Source: an optimization exercise on an open RTL-to-GDS flow (aim: small area, a short achievable clock period and few clock cycles per item). Production flows keep margins and buffers that such runs may drop. The RTL was checked by simulation tests, not by an equivalence proof against the original design.

## design/flow/design.v

```verilog
package leu_pkg;
    localparam int COORD_W = 32;
    localparam int MUL_W   = 33;
    localparam int PROD_W  = 2 * MUL_W;
    localparam int DIFF_W  = 50;
    localparam int WIDE_W  = 51;
    localparam int K_W     = 23;
    localparam int FRAC_W  = 16;
    localparam int COEF_A_W = 22;
    localparam int COEF_B_W = 21;
    localparam int COEF_C_W = 21;
    localparam int DT_W     = 16;
    localparam int APB_AW = 4;
    localparam int APB_DW = 32;
    localparam logic signed [COEF_A_W-1:0] COEF_A_RST = 22'sd774701;
    localparam logic [COEF_B_W-1:0]        COEF_B_RST = 21'd1143603;
    localparam logic [COEF_C_W-1:0]        COEF_C_RST = 21'd163578;
    localparam logic [DT_W-1:0]            DT_RST     = 16'd2359;
    localparam logic [1:0] REG_COEF_A    = 2'd0;
    localparam logic [1:0] REG_COEF_B    = 2'd1;
    localparam logic [1:0] REG_COEF_C    = 2'd2;
    localparam logic [1:0] REG_TIME_STEP = 2'd3;
    localparam logic KIND_STEP = 1'b0;
    localparam logic KIND_LOAD = 1'b1;
    typedef struct packed {
        logic signed [COEF_A_W-1:0] coef_a;
        logic [COEF_B_W-1:0]        coef_b;
        logic [COEF_C_W-1:0]        coef_c;
        logic [DT_W-1:0]            time_step;
    } t_coefs;
endpackage
import leu_pkg::*;
module leu_cfg (
    input  logic              i_clk,
    input  logic              i_rst_n,
    input  logic              psel,
    input  logic              penable,
    input  logic              pwrite,
    input  logic [APB_AW-1:0] paddr,
    input  logic [APB_DW-1:0] pwdata,
    output logic [APB_DW-1:0] prdata,
    output logic              pready,
    output leu_pkg::t_coefs   o_coefs
);
    leu_pkg::t_coefs r_coefs;
    logic       wr_en;
    logic [1:0] reg_idx;
    assign pready  = 1'b1;
    assign wr_en   = psel && penable && pwrite;
    assign reg_idx = paddr[APB_AW-1:2];
    assign o_coefs = r_coefs;
    always_ff @(posedge i_clk) begin
        if (!i_rst_n) begin
            r_coefs.coef_a    <= COEF_A_RST;
            r_coefs.coef_b    <= COEF_B_RST;
            r_coefs.coef_c    <= COEF_C_RST;
            r_coefs.time_step <= DT_RST;
        end else if (wr_en) begin
            unique case (reg_idx)
                REG_COEF_A:    r_coefs.coef_a    <= $signed(pwdata[COEF_A_W-1:0]);
                REG_COEF_B:    r_coefs.coef_b    <= pwdata[COEF_B_W-1:0];
                REG_COEF_C:    r_coefs.coef_c    <= pwdata[COEF_C_W-1:0];
                REG_TIME_STEP: r_coefs.time_step <= pwdata[DT_W-1:0];
                default: ;
            endcase
        end
    end
    always_comb begin
        prdata = '0;
        unique case (reg_idx)
            REG_COEF_A:    prdata = APB_DW'(r_coefs.coef_a);
            REG_COEF_B:    prdata = APB_DW'(r_coefs.coef_b);
            REG_COEF_C:    prdata = APB_DW'(r_coefs.coef_c);
            REG_TIME_STEP: prdata = APB_DW'(r_coefs.time_step);
            default:       prdata = '0;
        endcase
    end
endmodule
import leu_pkg::*;
module leu_mul (
    input  logic                     i_clk,
    input  logic signed [MUL_W-1:0]  i_op_a,
    input  logic signed [MUL_W-1:0]  i_op_b,
    output logic signed [PROD_W-1:0] o_prod
);
    logic signed [PROD_W-1:0] r_prod;
    always_ff @(posedge i_clk) begin
        r_prod <= PROD_W'(i_op_a) * PROD_W'(i_op_b);
    end
    assign o_prod = r_prod;
endmodule
import leu_pkg::*;
module leu_core (
    input  logic                      i_clk,
    input  logic                      i_rst_n,
    input  leu_pkg::t_coefs           i_coefs,
    input  logic                      i_in_valid,
    output logic                      o_in_ready,
    input  logic                      i_kind,
    input  logic signed [COORD_W-1:0] i_seed_x,
    input  logic signed [COORD_W-1:0] i_seed_y,
    input  logic signed [COORD_W-1:0] i_seed_z,
    output logic                      o_out_valid,
    input  logic                      i_out_ready,
    output logic signed [COORD_W-1:0] o_out_x,
    output logic signed [COORD_W-1:0] o_out_y,
    output logic signed [COORD_W-1:0] o_out_z,
    output logic                      o_saturated
);
    typedef enum logic [3:0] {
        S_IDLE, S_KA, S_PE, S_NX, S_XY, S_YL, S_YH, S_CZ,
        S_ZLO, S_ZHI, S_ZSUM, S_DONE
    } t_state;
    localparam logic signed [WIDE_W-1:0] SAT_MAX = WIDE_W'(33'sh0_7FFF_FFFF);
    localparam logic signed [WIDE_W-1:0] SAT_MIN = WIDE_W'(33'sh1_8000_0000);
    t_state                    r_state;
    logic                      r_ov;
    logic                      r_sat;
    logic                      r_load;
    logic signed [COORD_W-1:0] r_x, r_y, r_z;
    logic signed [MUL_W-1:0]   r_d, r_e;
    logic signed [K_W-1:0]     r_k;
    logic signed [DIFF_W-1:0]  r_p, r_m;
    logic signed [WIDE_W-1:0]  r_lo, r_nx, r_ny, r_nz;
    logic signed [MUL_W-1:0]   mul_a, mul_b;
    logic signed [PROD_W-1:0]  prod;
    logic signed [DIFF_W-1:0]  prod_hi;
    logic signed [WIDE_W-1:0]  prod_lo;
    logic signed [WIDE_W-1:0]  prod_x2;
    logic signed [MUL_W-1:0]   dt_op;
    logic                      in_fire, done_go;
    logic [2:0]                hi_ovf, lo_ovf;
    leu_mul u_mul (
        .i_clk  (i_clk),
        .i_op_a (mul_a),
        .i_op_b (mul_b),
        .o_prod (prod)
    );
    assign prod_hi = $signed(prod[PROD_W-1:FRAC_W]);
    assign prod_lo = $signed({{(WIDE_W-17){1'b0}}, prod[32:FRAC_W]});
    assign prod_x2 = $signed({prod[WIDE_W-2:0], 1'b0});
    assign dt_op   = $signed({{(MUL_W-DT_W){1'b0}}, i_coefs.time_step});
    assign o_in_ready = (r_state == S_IDLE);
    assign in_fire    = i_in_valid && o_in_ready;
    assign done_go    = (r_state == S_DONE) && (!r_ov || i_out_ready);
    always_comb begin
        mul_a = '0;
        mul_b = '0;
        unique case (r_state)
            S_IDLE: begin
                mul_a = dt_op;
                mul_b = MUL_W'(i_coefs.coef_a);
            end
            S_KA: begin
                mul_a = MUL_W'(r_x);
                mul_b = r_e;
            end
            S_PE: begin
                mul_a = MUL_W'(r_k);
                mul_b = r_d;
            end
            S_NX: begin
                mul_a = MUL_W'(r_x);
                mul_b = MUL_W'(r_y);
            end
            S_XY, S_ZLO: begin
                mul_a = dt_op;
                mul_b = $signed({{(MUL_W-17){1'b0}}, r_p[16:0]});
            end
            S_YL, S_ZHI: begin
                mul_a = dt_op;
                mul_b = $signed(r_p[DIFF_W-1:17]);
            end
            S_YH: begin
                mul_a = $signed({{(MUL_W-COEF_C_W){1'b0}}, i_coefs.coef_c});
                mul_b = MUL_W'(r_z);
            end
            default: begin
                mul_a = '0;
                mul_b = '0;
            end
        endcase
    end
    always_comb begin
        hi_ovf[0] = r_nx > SAT_MAX;
        hi_ovf[1] = r_ny > SAT_MAX;
        hi_ovf[2] = r_nz > SAT_MAX;
        lo_ovf[0] = r_nx < SAT_MIN;
        lo_ovf[1] = r_ny < SAT_MIN;
        lo_ovf[2] = r_nz < SAT_MIN;
    end
    always_ff @(posedge i_clk) begin
        if (!i_rst_n) begin
            r_state <= S_IDLE;
            r_ov    <= 1'b0;
            r_sat   <= 1'b0;
            r_load  <= 1'b0;
            r_x     <= '0;
            r_y     <= '0;
            r_z     <= '0;
        end else begin
            if (i_out_ready && !done_go) begin
                r_ov <= 1'b0;
            end
            unique case (r_state)
                S_IDLE: begin
                    if (in_fire) begin
                        r_d    <= MUL_W'(r_y) - MUL_W'(r_x);
                        r_e    <= $signed({{(MUL_W-COEF_B_W){1'b0}}, i_coefs.coef_b})
                                  - MUL_W'(r_z);
                        r_load <= (i_kind == KIND_LOAD);
                        if (i_kind == KIND_LOAD) begin
                            r_nx    <= WIDE_W'(i_seed_x);
                            r_ny    <= WIDE_W'(i_seed_y);
                            r_nz    <= WIDE_W'(i_seed_z);
                            r_state <= S_DONE;
                        end else begin
                            r_state <= S_KA;
                        end
                    end
                end
                S_KA: begin
                    r_k     <= $signed(prod[K_W+FRAC_W-1:FRAC_W]);
                    r_state <= S_PE;
                end
                S_PE: begin
                    r_p     <= prod_hi;
                    r_state <= S_NX;
                end
                S_NX: begin
                    r_nx    <= WIDE_W'(r_x) + WIDE_W'(prod_hi);
                    r_p     <= r_p - DIFF_W'(r_y);
                    r_state <= S_XY;
                end
                S_XY: begin
                    r_m     <= prod_hi;
                    r_state <= S_YL;
                end
                S_YL: begin
                    r_lo    <= WIDE_W'(r_y) + prod_lo;
                    r_state <= S_YH;
                end
                S_YH: begin
                    r_ny    <= r_lo + prod_x2;
                    r_state <= S_CZ;
                end
                S_CZ: begin
                    r_p     <= r_m - prod_hi;
                    r_state <= S_ZLO;
                end
                S_ZLO: begin
                    r_state <= S_ZHI;
                end
                S_ZHI: begin
                    r_lo    <= WIDE_W'(r_z) + prod_lo;
                    r_state <= S_ZSUM;
                end
                S_ZSUM: begin
                    r_nz    <= r_lo + prod_x2;
                    r_state <= S_DONE;
                end
                S_DONE: begin
                    if (done_go) begin
                        r_x     <= hi_ovf[0] ? SAT_MAX[COORD_W-1:0] :
                                   lo_ovf[0] ? SAT_MIN[COORD_W-1:0] : r_nx[COORD_W-1:0];
                        r_y     <= hi_ovf[1] ? SAT_MAX[COORD_W-1:0] :
                                   lo_ovf[1] ? SAT_MIN[COORD_W-1:0] : r_ny[COORD_W-1:0];
                        r_z     <= hi_ovf[2] ? SAT_MAX[COORD_W-1:0] :
                                   lo_ovf[2] ? SAT_MIN[COORD_W-1:0] : r_nz[COORD_W-1:0];
                        r_sat   <= (|hi_ovf) || (|lo_ovf);
                        r_ov    <= 1'b1;
                        r_state <= S_IDLE;
                    end
                end
                default: r_state <= S_IDLE;
            endcase
        end
    end
    assign o_out_valid = r_ov;
    assign o_out_x     = r_x;
    assign o_out_y     = r_y;
    assign o_out_z     = r_z;
    assign o_saturated = r_sat;
endmodule
import leu_pkg::*;
module lorenz_euler_step (
    input  logic                      i_clk,
    input  logic                      i_rst_n,
    input  logic                      in_valid,
    output logic                      in_ready,
    input  logic                      in_kind,
    input  logic signed [COORD_W-1:0] in_seed_x,
    input  logic signed [COORD_W-1:0] in_seed_y,
    input  logic signed [COORD_W-1:0] in_seed_z,
    output logic                      out_valid,
    input  logic                      out_ready,
    output logic signed [COORD_W-1:0] out_x,
    output logic signed [COORD_W-1:0] out_y,
    output logic signed [COORD_W-1:0] out_z,
    output logic                      out_saturated,
    input  logic                      psel,
    input  logic                      penable,
    input  logic                      pwrite,
    input  logic [APB_AW-1:0]         paddr,
    input  logic [APB_DW-1:0]         pwdata,
    output logic [APB_DW-1:0]         prdata,
    output logic                      pready
);
    leu_pkg::t_coefs coefs;
    leu_cfg u_cfg (
        .i_clk   (i_clk),
        .i_rst_n (i_rst_n),
        .psel    (psel),
        .penable (penable),
        .pwrite  (pwrite),
        .paddr   (paddr),
        .pwdata  (pwdata),
        .prdata  (prdata),
        .pready  (pready),
        .o_coefs (coefs)
    );
    leu_core u_core (
        .i_clk       (i_clk),
        .i_rst_n     (i_rst_n),
        .i_coefs     (coefs),
        .i_in_valid  (in_valid),
        .o_in_ready  (in_ready),
        .i_kind      (in_kind),
        .i_seed_x    (in_seed_x),
        .i_seed_y    (in_seed_y),
        .i_seed_z    (in_seed_z),
        .o_out_valid (out_valid),
        .i_out_ready (out_ready),
        .o_out_x     (out_x),
        .o_out_y     (out_y),
        .o_out_z     (out_z),
        .o_saturated (out_saturated)
    );
endmodule
```

## design/flow/run.sh

```bash
#!/bin/bash
# synth_recipe.tcl (not shown) runs the flow's synth.tcl, then flattens the netlist and writes it again
# the make line also repeats each setting of config.mk as NAME=value (left out here)
make -C /OpenROAD-flow-scripts/flow DESIGN_CONFIG=/design/flow/config.mk WORK_HOME=/design/flow/orfs CLKGATE_MAP_FILE= SYNTH_SCRIPT=/design/flow/synth_recipe.tcl finish
```

## design/flow/config.mk

```make
export PLATFORM = sky130hd
export DESIGN_NAME = lorenz_euler_step
export DESIGN_NICKNAME = lorenz_euler_step
export VERILOG_FILES = /design/flow/design.v
export SDC_FILE = /design/flow/constraint.sdc
export NUM_CORES = 4
export LEC_CHECK = 0
export CAP_MARGIN = 20
export CORE_MARGIN = 2
export CORE_UTILIZATION = 40
export PLACE_DENSITY = 0.6
export SLEW_MARGIN = 20
```

## design/flow/constraint.sdc

```tcl
create_clock -name core_clock -period 12.0 [get_ports {i_clk}]
set_input_delay 2.4000 -clock core_clock [delete_from_list [all_inputs] [get_ports {i_clk}]]
set_output_delay 2.4000 -clock core_clock [all_outputs]
set_load 0.01 [all_outputs]
```

==> flow_summary.yaml <==
timing:
  skew_ns: 0.0276
  final_hold_fails: 0
  worstMarginPinSlew_ns: 1.21
  relSlewSlack: 0.189
  timing.final.crit_share: 0.965
  timing.final.max_slew_violations: 0
  layout_min_cycle_time_ns: 11.58
  clock.fmax_mhz: 86.4
  setup_repair_after_global_routing_missed_its_margin: "false"
  finalSetupTns_ns: 0
  timing.final.setup_violations: 0
  setup_ws_final_ns: 0.421
setup_path:
  worstPathMaxFanout: 27
  timing_worst_setup_path_type: "reg2reg"
  cp_data_arrival_time_ns: 12.13
  cpPeakStageDelay_ns: 0.79
  worst_path_max_delay_cell: "sky130_fd_sc_hd__and2_1"
  setup.worst_path.end_class: "register"
  critical-path-top-cell-by-count: "sky130_fd_sc_hd__fa_1"
  worst-endpoint-required_ns: 12.55
  crit_path_start_kind: "register"
route:
  firstDrtPassIters: 6
  avgViaCountPerCell: 5.67
  routed_wire_length_per_instance_um: 25.7
  antenna_violating_nets_post_route: 0
  initialDrtViolationCount: 6785
  drc_errors: 0
  detailed_route_wire_length_um: 285000
  vias: 62900
synthesis:
  synth_flop_cell: "sky130_fd_sc_hd__edfxtp_1"
  netlist.top_cell.by_area: "sky130_fd_sc_hd__fa_1"
  post_synthesis_async_set_or_reset_flop_share: 0
  avgSynthCellArea_um2: 9.04
  yosysSeqAreaShare: 0.214
  mappedNetlistArea_um2: 75700
  top_area_cells_in_the_synthesized_netlist: "sky130_fd_sc_hd__fa_1 30%, sky130_fd_sc_hd__edfxtp_1 15%, sky130_fd_sc_hd__ha_1 8.0%, sky130_fd_sc_hd__inv_1 6.6%, sky130_fd_sc_hd__dfxtp_1 6.6%"
  synthesis.yosys.warnings: 3
  synth_top_family_by_area: "adder cells"
  synthDistinctLibCells: 105
  synth_xor_xnor_area_share: 0.0390
  postSynthCellCount: 8378
  synth-edff-count: 375
  yosys.area_share.adder: 0.378
  synth.mux.area_fraction: 0.0109
  synth_simple_gate_area_frac: 0.137
  synth_compound_gate_area_share: 0.133
  ys_seq_elements: 623
  synthesis.nets: 10100
  area_share_of_the_largest_cell_type_after_synthesis: 0.298
cts:
  tritoncts_num_sinks: 623
  cts_max_path_buffers: 3
  cts.repair_timing.setup_buffer_count: 0
  clkLatencyLatePin_ns: 0.68
  cts_root_buffer: "sky130_fd_sc_hd__clkbuf_16"
  cts_resized: 0
  cts_max_level: 3
  tritoncts_clock_tree: "yes"
  tritoncts.num_buffers: 71
  holdBufCountCts: 0
  clkSlewWorstSetupHoldPaths_ns: 0.06
layout:
  leading_cell_type_in_the_layout_fill_and_taps_excluded: "sky130_fd_sc_hd__inv_1"
  layout.cells.most_common_list: "1325 x sky130_fd_sc_hd__inv_1, 1301 x sky130_fd_sc_hd__nand2_1, 1129 x sky130_fd_sc_hd__fa_1"
  final_net_count: 10300
  register_area_um2: 16200
  post_route_cells_drive_above_1_share: 0.0563
  fill_cells: 18300
  number_of_cells_in_the_finished_layout_apart_from_fillers: 11100
  flow.area_growth_from_synthesis_pct: 11.2
  final_core_utilization: 0.448
  multiInputGateArea_um2: 53000
placed_design:
  io_buffer_count: 258
  dp_cells: 11000
  globalplace.congestion: 1.02
  hpwl_um: 230000
  post_place_setup_slack_ns: 0.753
die:
  core_footprint_um2: 188000
  die-area_um2: 193000
  floorplan.die.width_um: 439
  die_y_um: 439
  placement_rows: 159
  ios: 272
  initial_utilization: 0.403
global_route:
  global_route.usage.total: 0.296
  number_of_global_route_vias_before_repair: 63200
  grt_start_max_net_pins: 91
  grt_pass1_wl_um: 421000
  globalRouteOverflowTotal: 0
  grt_antenna_before_repair: 23
run:
  max_cap_violations: 0
status:
  run_status: "timing/DRC/antenna clean"
hold_path:
  hp-class: "reg2reg"
-- stage by stage --
step	area, µm²	hold WS [ns]
2_1_floorplan	75700	0.434
3_3_place_gp	81900	0.467
3_5_place_dp	81900	0.477
4_1_cts	84200	0.478
5_1_grt	84300	0.509
6_report	84300	0.482
-- worst max-delay path: cells and delay by family (launching register included) --
kind	cells	cell delay (ns)
buffers and inverters	5	0.56
xor gates and xnor gates	1	0.13
adders and majority gates	9	4.47
DFF	1	0.74
AOI/OAI and AO/OA	9	3.11
and+or+nand+nor	7	2.43
-- final timing paths --
kind	start	endpoint	slack, ns	cells past startpoint
worst max-delay path	u_core.r_state[3]	u_core.u_mul.r_prod[65]	0.42	31
worst min-delay path	u_core.r_ny[15]	u_core.r_y[15]	0.48	2
worst max register to register	u_core.r_state[3]	u_core.u_mul.r_prod[65]	0.42	31
worst min register to register	u_core.r_ny[15]	u_core.r_y[15]	0.48	2
-- metal layers --
layer / GRT usage / share of wire
met5: 0 / 0.00031
met4: 0.159 / 0.064
met1: 0.403 / 0.41
met2: 0.449 / 0.44
met3: 0.0506 / 0.091
-- state kept, by name, summed over array words and instances (netlist names) --
| name | flops |
|---|---|
| u_core.r_m | 50 |
| u_core.r_y | 32 |
| u_core.u_mul.r_prod | 66 |
| u_core.r_k | 23 |
| u_core.r_sat | 1 |
| u_core.r_nx | 51 |
| u_core.r_d | 33 |
| u_core.r_x | 32 |
| u_core.r_state | 4 |
| u_core.r_z | 32 |
| u_cfg.r_coefs | 80 |
| u_core.r_ny | 51 |
| u_core.r_nz | 51 |
| u_core.r_p | 50 |
| u_core.r_lo | 33 |
| u_core.r_e | 33 |
| u_core.r_ov | 1 |
-- synthesized netlist by cell type (24+ instances only) --
master,n
sky130_fd_sc_hd__nand4_1,71
sky130_fd_sc_hd__a21oi_1,409
sky130_fd_sc_hd__nand2_1,1301
sky130_fd_sc_hd__edfxtp_1,375
sky130_fd_sc_hd__o211ai_1,61
sky130_fd_sc_hd__o21a_1,41
sky130_fd_sc_hd__and2_1,49
sky130_fd_sc_hd__nor4_1,24
sky130_fd_sc_hd__dfxtp_1,248
sky130_fd_sc_hd__o21ai_1,34
sky130_fd_sc_hd__xnor2_1,205
sky130_fd_sc_hd__nor3_1,44
sky130_fd_sc_hd__a22oi_1,36
sky130_fd_sc_hd__a222oi_1,41
sky130_fd_sc_hd__ha_1,484
sky130_fd_sc_hd__a21boi_0,81
sky130_fd_sc_hd__a211oi_1,38
sky130_fd_sc_hd__a31oi_1,57
sky130_fd_sc_hd__o21ai_0,370
sky130_fd_sc_hd__and3_1,44
sky130_fd_sc_hd__xor2_1,132
sky130_fd_sc_hd__inv_1,1325
sky130_fd_sc_hd__nand3_1,124
sky130_fd_sc_hd__a21o_1,164
sky130_fd_sc_hd__clkbuf_1,377
sky130_fd_sc_hd__nor2b_1,52
sky130_fd_sc_hd__fa_1,1129
sky130_fd_sc_hd__nand2b_1,45
sky130_fd_sc_hd__o21bai_1,46
sky130_fd_sc_hd__nor2_1,600
-- kinds of logic (layout without fill, tap and decap cells) --
group,after synthesis,after routing
simple gates,2434,2434
buf+inv,1755,1969
fa+ha+maj,1613,1613
compound gates,1555,1555
flops,623,623
xor+xnor,337,337
mux,60,60
other cells,1,12
-- layout make-up --
| cell class | count | share of cell area |
|---|---|---|
| Timing Repair Buffer | 511 | 0.0543 |
| Multi-Input combinational cell | 6000 | 0.629 |
| Clock inverter | 38 | 0.00437 |
| Inverter | 1326 | 0.0591 |
| Clock buffer | 94 | 0.0237 |
| Sequential cell | 623 | 0.193 |
| Antenna cell | 11 | 0.000327 |
| Tap cell | 2495 | 0.0370 |
Testbench counts, summed over its fixed seeds: cycles 57,108, items 4,800.

[re-timing with driven ports]
The results above use ideal ports. As a check the final layout listed here was re-extracted and re-timed, cells and wires unchanged.
Step 1 sets driving cells, clkbuf_16 on the clock port and buf_2 on the other inputs (assumed; they add their load-dependent delay and slew).
Step 2 moves the port delays by t, midway between the first and last clock arrival at a register: inputs arrive t later, outputs are due t later. That takes back most of the time a late clock gives input paths.
Slacks: ideal ports / drivers / drivers and shift; pairs: ideal ports / drivers.
t, ns: 0.734
setup slack, ns: 0.421 / 0.421 / 0.421
worst setup path at the end: register to register
cell pins on the clock port's net: 1
After both steps setup and hold are still met in this run. For this run, drivers alone change the setup slack by 0.000 ns; drivers and shift together by 0.000 ns.
